This design comes from an exercise in tuning for small area, a short achievable clock period and few clock cycles on the open sky130 flow, not from production work. RTL that was checked went through simulation tests only; none was proved equivalent to the original. No activity file was given, so power comes from the tool's default toggle rates.

==> v5 <==
==> flow/design.v <==
package att_pkg;
    typedef enum logic [1:0] {
        OP_WRITE_QUERY = 2'd0,
        OP_WRITE_KEY   = 2'd1,
        OP_RUN         = 2'd2,
        OP_READ_SCORE  = 2'd3
    } att_op_e;
endpackage
module fp16_mul (
    input  logic        clk,
    input  logic [15:0] a,
    input  logic [15:0] b,
    output logic [15:0] p
);
    function automatic logic [43:0] csa(input logic [21:0] x, input logic [21:0] y,
                                        input logic [21:0] z);
        logic [21:0] s;
        logic [21:0] c;
        s = x ^ y ^ z;
        c = ((x & y) | (x & z) | (y & z)) << 1;
        csa = {s, c};
    endfunction
    logic [10:0] ma;
    logic [10:0] mb;
    logic [21:0] pp [11];
    logic [21:0] l1 [8];
    logic [21:0] l2 [6];
    logic [21:0] l3 [4];
    logic [21:0] l4 [3];
    logic [21:0] row_s;
    logic [21:0] row_c;
    assign ma = {1'b1, a[9:0]};
    assign mb = {1'b1, b[9:0]};
    always_comb begin
        for (int i = 0; i < 11; i++) begin
            pp[i] = 22'(mb[i] ? ma : 11'd0) << i;
        end
        {l1[0], l1[1]} = csa(pp[0], pp[1], pp[2]);
        {l1[2], l1[3]} = csa(pp[3], pp[4], pp[5]);
        {l1[4], l1[5]} = csa(pp[6], pp[7], pp[8]);
        l1[6] = pp[9];
        l1[7] = pp[10];
        {l2[0], l2[1]} = csa(l1[0], l1[1], l1[2]);
        {l2[2], l2[3]} = csa(l1[3], l1[4], l1[5]);
        l2[4] = l1[6];
        l2[5] = l1[7];
        {l3[0], l3[1]} = csa(l2[0], l2[1], l2[2]);
        {l3[2], l3[3]} = csa(l2[3], l2[4], l2[5]);
        {l4[0], l4[1]} = csa(l3[0], l3[1], l3[2]);
        l4[2] = l3[3];
        {row_s, row_c} = csa(l4[0], l4[1], l4[2]);
    end
    logic [21:0] s_q;
    logic [21:0] c_q;
    logic [5:0]  e_q;
    logic        z_q;
    logic        sg_q;
    always_ff @(posedge clk) begin
        s_q  <= row_s;
        c_q  <= row_c;
        e_q  <= {1'b0, a[14:10]} + {1'b0, b[14:10]};
        z_q  <= (a[14:10] == 5'd0) || (b[14:10] == 5'd0);
        sg_q <= a[15] ^ b[15];
    end
    logic [21:0] prod;
    logic        norm;
    logic [6:0]  e_sum;
    logic [6:0]  e_res;
    logic [15:0] p_next;
    always_comb begin
        prod  = s_q + c_q;
        norm  = prod[21];
        e_sum = {1'b0, e_q} + {6'd0, norm};
        e_res = e_sum - 7'd15;
        p_next[15]    = sg_q;
        p_next[14:10] = e_res[4:0];
        p_next[9:0]   = norm ? prod[20:11] : prod[19:10];
        if (z_q || e_sum <= 7'd15) begin
            p_next[14:0] = 15'd0;
        end else if (e_res >= 7'd31) begin
            p_next[14:0] = {5'd30, 10'h3ff};
        end
    end
    always_ff @(posedge clk) begin
        p <= p_next;
    end
endmodule
module fp16_add (
    input  logic        clk,
    input  logic [15:0] a,
    input  logic [15:0] b,
    output logic [15:0] s
);
    logic [13:0] ma;
    logic [13:0] mb;
    logic [4:0]  d_ab;
    logic [4:0]  d_ba;
    logic [13:0] a_sh;
    logic [13:0] b_sh;
    logic        a_st;
    logic        b_st;
    logic        b_gt;
    logic [13:0] mx;
    logic [13:0] y_al;
    logic        sub;
    logic [14:0] sum;
    always_comb begin
        ma   = {|a[14:10], a[9:0] & {10{|a[14:10]}}, 3'b000};
        mb   = {|b[14:10], b[9:0] & {10{|b[14:10]}}, 3'b000};
        d_ab = a[14:10] - b[14:10];
        d_ba = b[14:10] - a[14:10];
        a_sh = ma >> d_ba;
        b_sh = mb >> d_ab;
        a_st = |(ma & ~(14'h3fff << d_ba));
        b_st = |(mb & ~(14'h3fff << d_ab));
        b_gt = {b[14:10], mb[12:3]} > {a[14:10], ma[12:3]};
        if (b_gt) begin
            mx   = mb;
            y_al = a_sh | {13'd0, a_st};
        end else begin
            mx   = ma;
            y_al = b_sh | {13'd0, b_st};
        end
        sub = a[15] ^ b[15];
        sum = {1'b0, mx} + ({1'b0, y_al} ^ {15{sub}}) + {14'd0, sub};
    end
    logic [14:0] sum_q;
    logic [4:0]  xe_q;
    logic        xs_q;
    logic        ys_q;
    always_ff @(posedge clk) begin
        sum_q <= sum;
        xe_q  <= b_gt ? b[14:10] : a[14:10];
        xs_q  <= b_gt ? b[15] : a[15];
        ys_q  <= b_gt ? a[15] : b[15];
    end
    logic [3:0]  lz;
    logic [14:0] sum_norm;
    logic [6:0]  e_top;
    logic [6:0]  e_res;
    logic [15:0] s_next;
    always_comb begin
        lz = 4'd15;
        for (int i = 0; i <= 14; i++) begin
            if (sum_q[i]) lz = 4'(14 - i);
        end
        sum_norm = sum_q << lz;
        e_top = {2'b00, xe_q} + 7'd1;
        e_res = e_top - {3'b000, lz};
        s_next[15]    = xs_q;
        s_next[14:10] = e_res[4:0];
        s_next[9:0]   = sum_norm[13:4];
        if (sum_q == 15'd0) begin
            s_next = {xs_q & ys_q, 15'd0};
        end else if (e_top <= {3'b000, lz}) begin
            s_next[14:0] = 15'd0;
        end else if (e_res >= 7'd31) begin
            s_next[14:0] = {5'd30, 10'h3ff};
        end
    end
    always_ff @(posedge clk) begin
        s <= s_next;
    end
endmodule
module matrix_store #(
    parameter bit CLR = 1'b0
) (
    input  logic         clk,
    input  logic         rst,
    input  logic [15:0]  ins,
    input  logic [15:0]  din,
    output logic [255:0] slots
);
    logic [15:0] r [16];
    for (genvar p = 0; p < 16; p++) begin : g_slot
        logic [15:0] nx;
        assign nx = ins[p] ? din : r[(p + 1) % 16];
        always_ff @(posedge clk) begin
            if (CLR && rst) begin
                r[p] <= {6'd0, nx[9:0]};
            end else begin
                r[p] <= nx;
            end
        end
        assign slots[16*p +: 16] = r[p];
    end
endmodule
module score_sequencer (
    input  logic         clk,
    input  logic         rst,
    input  logic [21:0]  cmd,
    input  logic         cmd_req,
    output logic         cmd_ack,
    output logic [15:0]  rsp_data,
    output logic [15:0]  q_ins,
    output logic [15:0]  k_ins,
    output logic [15:0]  s_ins,
    output logic [15:0]  s_din,
    input  logic [255:0] q_slots,
    input  logic [255:0] k_slots,
    input  logic [255:0] s_slots
);
    localparam logic [3:0] PH_GO = 4'd2;
    logic [1:0] op;
    logic [3:0] addr;
    logic [3:0] hq;
    logic [3:0] hk;
    logic [3:0] hs;
    logic [1:0] rk;
    assign op   = cmd[21:20];
    assign addr = cmd[19:16];
    assign hq   = {cmd[18], cmd[17:16], cmd[19]};
    assign hk   = hq + 4'd1;
    assign rk   = cmd[19:18] ^ cmd[17:16];
    assign hs   = {cmd[18], 2'b00, cmd[19]} + {1'b0, rk, 1'b0} + 4'd14;
    logic [3:0] ph;
    logic       pend;
    logic       running;
    logic [6:0] t;
    logic       s_valid;
    logic       busy;
    logic [6:0] t_rdy;
    logic       rd_ok;
    logic       accept;
    logic       start;
    assign busy = pend | running;
    assign t_rdy = {1'b0, rk, cmd[18], 2'b00, cmd[19]} + 7'd11;
    assign rd_ok = !pend && (!running || t >= t_rdy);
    always_comb begin
        case (op)
            2'd0:    accept = !busy && ph == hq;
            2'd1:    accept = !busy && ph == hk;
            2'd2:    accept = !busy;
            default: accept = rd_ok;
        endcase
        accept = accept && cmd_req && !cmd_ack;
    end
    assign start = !running && (pend || (accept && op == 2'd2)) && ph == PH_GO;
    assign q_ins = {accept && op == 2'd0, 15'd0};
    assign k_ins = {accept && op == 2'd1, 15'd0};
    always_ff @(posedge clk) begin
        if (rst) begin
            ph      <= '0;
            cmd_ack <= 1'b0;
            pend    <= 1'b0;
            running <= 1'b0;
            t       <= '0;
            s_valid <= 1'b0;
        end else begin
            ph <= ph + 4'd1;
            if (cmd_ack) begin
                if (!cmd_req) cmd_ack <= 1'b0;
            end else if (accept) begin
                cmd_ack <= 1'b1;
            end
            if (accept && op == 2'd2) begin
                s_valid <= 1'b1;
                pend    <= 1'b1;
            end
            if (start) begin
                pend    <= 1'b0;
                running <= 1'b1;
                t       <= '0;
            end else if (running) begin
                t <= t + 7'd1;
                if (t == 7'd67) running <= 1'b0;
            end
        end
    end
    logic [1:0]  k;
    logic [15:0] q_tap;
    logic [15:0] k_tap;
    assign k     = t[5:4];
    assign q_tap = q_slots[16*13 +: 16];
    always_comb begin
        case ({k, t[0]})
            3'b000, 3'b001: k_tap = k_slots[16*14 +: 16];
            3'b010, 3'b011: k_tap = k_slots[16*6  +: 16];
            3'b100:         k_tap = k_slots[16*15 +: 16];
            3'b101:         k_tap = k_slots[16*13 +: 16];
            3'b110:         k_tap = k_slots[16*7  +: 16];
            default:        k_tap = k_slots[16*5  +: 16];
        endcase
    end
    logic [15:0] prod;
    logic [15:0] acc;
    logic [15:0] add_a;
    logic        v1, v2, v3, v4;
    logic        first1, first2;
    logic        last1, last2, last3, last4;
    logic [1:0]  k1, k2, k3, k4;
    always_ff @(posedge clk) begin
        first1 <= t[2:1] == 2'd0;
        last1  <= t[2:1] == 2'd3;
        k1     <= k;
        first2 <= first1;
        last2  <= last1;
        k2     <= k1;
        last3  <= last2;
        k3     <= k2;
        last4  <= last3;
        k4     <= k3;
        if (rst) begin
            v1 <= 1'b0;
            v2 <= 1'b0;
            v3 <= 1'b0;
            v4 <= 1'b0;
        end else begin
            v1 <= running && !t[6];
            v2 <= v1;
            v3 <= v2;
            v4 <= v3;
        end
    end
    fp16_mul mul_i (
        .clk (clk),
        .a   (q_tap),
        .b   (k_tap),
        .p   (prod)
    );
    assign add_a = first2 ? 16'h0000 : acc;
    fp16_add add_i (
        .clk (clk),
        .a   (add_a),
        .b   (prod),
        .s   (acc)
    );
    assign s_din = (acc[14:10] <= 5'd1) ? {acc[15], 15'd0}
                                        : {acc[15], acc[14:10] - 5'd1, acc[9:0]};
    always_comb begin
        s_ins = '0;
        s_ins[{k4, 1'b0}] = v4 && last4;
    end
    logic [3:0] s_slot;
    assign s_slot = hs - ph;
    always_ff @(posedge clk) begin
        rsp_data <= s_valid ? s_slots[16*s_slot +: 16] : 16'h0000;
    end
endmodule
`timescale 1ns/1ns
module attention_score (
    input  logic               clk,
    input  logic               rst,
    input  logic [21:0]        cmd,
    input  logic               cmd_req,
    output logic               cmd_ack,
    output logic [15:0]        rsp_data
);
    logic [15:0]  q_ins;
    logic [15:0]  k_ins;
    logic [15:0]  s_ins;
    logic [15:0]  s_din;
    logic [255:0] q_slots;
    logic [255:0] k_slots;
    logic [255:0] s_slots;
    matrix_store #(.CLR(1'b1)) q_i (
        .clk   (clk),
        .rst   (rst),
        .ins   (q_ins),
        .din   (cmd[15:0]),
        .slots (q_slots)
    );
    matrix_store #(.CLR(1'b1)) k_i (
        .clk   (clk),
        .rst   (rst),
        .ins   (k_ins),
        .din   (cmd[15:0]),
        .slots (k_slots)
    );
    matrix_store #(.CLR(1'b0)) s_i (
        .clk   (clk),
        .rst   (rst),
        .ins   (s_ins),
        .din   (s_din),
        .slots (s_slots)
    );
    score_sequencer seq_i (
        .clk      (clk),
        .rst      (rst),
        .cmd      (cmd),
        .cmd_req  (cmd_req),
        .cmd_ack  (cmd_ack),
        .rsp_data (rsp_data),
        .q_ins    (q_ins),
        .k_ins    (k_ins),
        .s_ins    (s_ins),
        .s_din    (s_din),
        .q_slots  (q_slots),
        .k_slots  (k_slots),
        .s_slots  (s_slots)
    );
endmodule
==> flow/run.sh <==
#!/bin/bash
# synth_recipe.tcl (not shown) runs the flow's synth.tcl, then flattens the netlist and writes it again
# the make line also repeats each setting of config.mk as NAME=value (left out here)
make -C /OpenROAD-flow-scripts/flow DESIGN_CONFIG=/design/flow/config.mk WORK_HOME=/design/flow/orfs CLKGATE_MAP_FILE= SYNTH_SCRIPT=/design/flow/synth_recipe.tcl finish
==> flow/config.mk <==
export PLATFORM = sky130hd
export DESIGN_NAME = attention_score
export DESIGN_NICKNAME = attention_score
export VERILOG_FILES = /design/flow/design.v
export SDC_FILE = /design/flow/constraint.sdc
export NUM_CORES = 4
export LEC_CHECK = 0
export ABC_CLOCK_PERIOD_IN_PS = 4500
export CAP_MARGIN = 20
export CORE_MARGIN = 2
export CORE_UTILIZATION = 40
export SETUP_SLACK_MARGIN = 5
export SLEW_MARGIN = 20
==> flow/constraint.sdc <==
create_clock -name core_clock -period 10.5 [get_ports {clk}]
set_input_delay 2.1000 -clock core_clock [delete_from_list [all_inputs] [get_ports {clk}]]
set_output_delay 2.1000 -clock core_clock [all_outputs]
set_load 0.01 [all_outputs]
==> inputs of v13, as changes to v5 <==
==> flow/design.v, changed modules only <==
module fp16_mul (
    input  logic [15:0] a,
    input  logic [15:0] b,
    output logic [15:0] p
);
    logic [21:0] prod;
    logic        norm;
    logic [6:0]  e_sum;
    logic [6:0]  e_res;
    always_comb begin
        prod  = {1'b1, a[9:0]} * {1'b1, b[9:0]};
        norm  = prod[21];
        e_sum = {2'b00, a[14:10]} + {2'b00, b[14:10]} + {6'd0, norm};
        e_res = e_sum - 7'd15;
        p[15]    = a[15] ^ b[15];
        p[14:10] = e_res[4:0];
        p[9:0]   = norm ? prod[20:11] : prod[19:10];
        if (a[14:10] == 5'd0 || b[14:10] == 5'd0 || e_sum <= 7'd15) begin
            p[14:0] = 15'd0;
        end else if (e_res >= 7'd31) begin
            p[14:0] = {5'd30, 10'h3ff};
        end
    end
endmodule
module fp16_add (
    input  logic        clk,
    input  logic [15:0] a,
    input  logic [15:0] b,
    output logic [15:0] s
);
    logic [15:0] x;
    logic [15:0] y;
    logic [4:0]  d;
    logic [13:0] mx;
    logic [13:0] y_shift;
    logic [30:0] y_lost;
    logic [13:0] y_al;
    logic [14:0] sum;
    always_comb begin
        logic [14:0] am;
        logic [14:0] bm;
        am = (a[14:10] == 5'd0) ? {a[14:10], 10'd0} : a[14:0];
        bm = (b[14:10] == 5'd0) ? {b[14:10], 10'd0} : b[14:0];
        if (bm > am) begin
            x = {b[15], bm};
            y = {a[15], am};
        end else begin
            x = {a[15], am};
            y = {b[15], bm};
        end
        mx = {|x[14:10], x[9:0], 3'b000};
        d  = x[14:10] - y[14:10];
        {y_shift, y_lost} = {{|y[14:10], y[9:0], 3'b000}, 31'd0} >> d;
        y_al = y_shift | {13'd0, |y_lost};
        if (x[15] == y[15]) sum = {1'b0, mx} + {1'b0, y_al};
        else                sum = {1'b0, mx} - {1'b0, y_al};
    end
    logic [14:0] sum_q;
    logic [4:0]  xe_q;
    logic        xs_q;
    logic        ys_q;
    always_ff @(posedge clk) begin
        sum_q <= sum;
        xe_q  <= x[14:10];
        xs_q  <= x[15];
        ys_q  <= y[15];
    end
    logic [3:0]  lz;
    logic [14:0] sum_norm;
    logic [6:0]  e_top;
    logic [6:0]  e_res;
    logic [15:0] s_next;
    always_comb begin
        lz = 4'd15;
        for (int i = 0; i <= 14; i++) begin
            if (sum_q[i]) lz = 4'(14 - i);
        end
        sum_norm = sum_q << lz;
        e_top = {2'b00, xe_q} + 7'd1;
        e_res = e_top - {3'b000, lz};
        s_next[15]    = xs_q;
        s_next[14:10] = e_res[4:0];
        s_next[9:0]   = sum_norm[13:4];
        if (sum_q == 15'd0) begin
            s_next = {xs_q & ys_q, 15'd0};
        end else if (e_top <= {3'b000, lz}) begin
            s_next[14:0] = 15'd0;
        end else if (e_res >= 7'd31) begin
            s_next[14:0] = {5'd30, 10'h3ff};
        end
    end
    always_ff @(posedge clk) begin
        s <= s_next;
    end
endmodule
module score_sequencer (
    input  logic         clk,
    input  logic         rst,
    input  logic [21:0]  cmd,
    input  logic         cmd_req,
    output logic         cmd_ack,
    output logic [15:0]  rsp_data,
    output logic [15:0]  q_ins,
    output logic [15:0]  k_ins,
    output logic [15:0]  s_ins,
    output logic [15:0]  s_din,
    input  logic [255:0] q_slots,
    input  logic [255:0] k_slots,
    input  logic [255:0] s_slots
);
    localparam logic [3:0] PH_GO = 4'd2;
    logic [1:0] op;
    logic [3:0] addr;
    logic [3:0] hq;
    logic [3:0] hk;
    logic [3:0] hs;
    logic [1:0] rk;
    assign op   = cmd[21:20];
    assign addr = cmd[19:16];
    assign hq   = {cmd[18], cmd[17:16], cmd[19]};
    assign hk   = hq + 4'd1;
    assign rk   = cmd[19:18] ^ cmd[17:16];
    assign hs   = {cmd[18], 2'b00, cmd[19]} + {1'b0, rk, 1'b0} + 4'd14;
    logic [3:0] ph;
    logic       pend;
    logic       running;
    logic [6:0] t;
    logic       s_valid;
    logic       busy;
    logic [6:0] t_rdy;
    logic       rd_ok;
    logic       accept;
    logic       start;
    assign busy = pend | running;
    assign t_rdy = {1'b0, rk, cmd[18], 2'b00, cmd[19]} + 7'd11;
    assign rd_ok = !pend && (!running || t >= t_rdy);
    always_comb begin
        case (op)
            2'd0:    accept = !busy && ph == hq;
            2'd1:    accept = !busy && ph == hk;
            2'd2:    accept = !busy;
            default: accept = rd_ok;
        endcase
        accept = accept && cmd_req && !cmd_ack;
    end
    assign start = !running && (pend || (accept && op == 2'd2)) && ph == PH_GO;
    assign q_ins = {accept && op == 2'd0, 15'd0};
    assign k_ins = {accept && op == 2'd1, 15'd0};
    always_ff @(posedge clk) begin
        if (rst) begin
            ph      <= '0;
            cmd_ack <= 1'b0;
            pend    <= 1'b0;
            running <= 1'b0;
            t       <= '0;
            s_valid <= 1'b0;
        end else begin
            ph <= ph + 4'd1;
            if (cmd_ack) begin
                if (!cmd_req) cmd_ack <= 1'b0;
            end else if (accept) begin
                cmd_ack <= 1'b1;
            end
            if (accept && op == 2'd2) begin
                s_valid <= 1'b1;
                pend    <= 1'b1;
            end
            if (start) begin
                pend    <= 1'b0;
                running <= 1'b1;
                t       <= '0;
            end else if (running) begin
                t <= t + 7'd1;
                if (t == 7'd67) running <= 1'b0;
            end
        end
    end
    logic [1:0]  k;
    logic [15:0] q_tap;
    logic [15:0] k_tap;
    assign k     = t[5:4];
    assign q_tap = q_slots[16*13 +: 16];
    always_comb begin
        case ({k, t[0]})
            3'b000, 3'b001: k_tap = k_slots[16*14 +: 16];
            3'b010, 3'b011: k_tap = k_slots[16*6  +: 16];
            3'b100:         k_tap = k_slots[16*15 +: 16];
            3'b101:         k_tap = k_slots[16*13 +: 16];
            3'b110:         k_tap = k_slots[16*7  +: 16];
            default:        k_tap = k_slots[16*5  +: 16];
        endcase
    end
    logic [15:0] op_a;
    logic [15:0] op_b;
    logic [15:0] prod;
    logic [15:0] prod_q;
    logic [15:0] acc;
    logic [15:0] add_a;
    logic        v1, v2, v3, v4;
    logic        first1, first2;
    logic        last1, last2, last3, last4;
    logic [1:0]  k1, k2, k3, k4;
    always_ff @(posedge clk) begin
        op_a   <= q_tap;
        op_b   <= k_tap;
        first1 <= t[2:1] == 2'd0;
        last1  <= t[2:1] == 2'd3;
        k1     <= k;
        prod_q <= prod;
        first2 <= first1;
        last2  <= last1;
        k2     <= k1;
        last3  <= last2;
        k3     <= k2;
        last4  <= last3;
        k4     <= k3;
        if (rst) begin
            v1 <= 1'b0;
            v2 <= 1'b0;
            v3 <= 1'b0;
            v4 <= 1'b0;
        end else begin
            v1 <= running && !t[6];
            v2 <= v1;
            v3 <= v2;
            v4 <= v3;
        end
    end
    fp16_mul mul_i (
        .a (op_a),
        .b (op_b),
        .p (prod)
    );
    assign add_a = first2 ? 16'h0000 : acc;
    fp16_add add_i (
        .clk (clk),
        .a   (add_a),
        .b   (prod_q),
        .s   (acc)
    );
    assign s_din = (acc[14:10] <= 5'd1) ? {acc[15], 15'd0}
                                        : {acc[15], acc[14:10] - 5'd1, acc[9:0]};
    always_comb begin
        s_ins = '0;
        s_ins[{k4, 1'b0}] = v4 && last4;
    end
    logic [3:0] s_slot;
    assign s_slot = hs - ph;
    always_ff @(posedge clk) begin
        rsp_data <= s_valid ? s_slots[16*s_slot +: 16] : 16'h0000;
    end
endmodule
- ABC_CLOCK_PERIOD_IN_PS: 4500 -> not set
- SETUP_SLACK_MARGIN: 5 -> not set
==> summary.txt <==
Layout
  • Layout clock buffer count: 126

Power and ir drop
  • Comb pwr share: around 4%

Status
  • Status: finished clean

Global routing
  • Largest net degree at the start of global routing: around 110

Timing
  • Min Tclk post-route: 9.61 ns
The numbers above come from v13.

==> summary.txt <==
Global routing
  • Largest net degree at the start of global routing: 166
  • Met3 usage: 3.50%

Timing
  • Min Tclk post-route: 5.26 ns

Layout
  • Non-Clock Buffer Area Fraction: 1.72%
  • Layout clock buffer count: 119

Power and ir drop
  • NetSw: 1560 uW
  • Comb pwr share: 4.3%

Place
  • Area after DPL: 33900 um2

Status
  • Status: finished clean

Worst setup path
  • Worst Path Max Fanout: 32
The numbers above come from v5.

Testbench counts of v13, summed over its fixed seeds: cycles 7,340.
Only the layout flow was run in v5; the RTL was not checked for function there.

[separate check: timing with driven ports]
The results above use ideal ports. As a check the final layouts listed here were re-extracted and re-timed, cells and wires unchanged. Step 1, drivers: a clkbuf_16 drives clk and a buf_2 each remaining input, both assumed. Step 2 moves the port delays by t, midway between the first and last clock arrival at a register: inputs arrive t later, outputs are due t later. That takes back most of the time a late clock gives input paths. Slacks: no drivers / after step 1 / after step 2; pairs: no drivers / after step 1.
run	t (ns)	slack for setup (ns)	worst register clock-pin slew, ns
v5	0.706	5.241 / 5.241 / 4.696	0.06 / 0.06
v13	0.690	0.886 / 0.886 / 0.886	0.07 / 0.07
After both steps setup and hold are still met in every run listed. For v5, which loses most, drivers alone change the setup slack by 0.000 ns; drivers and shift together by -0.545 ns.
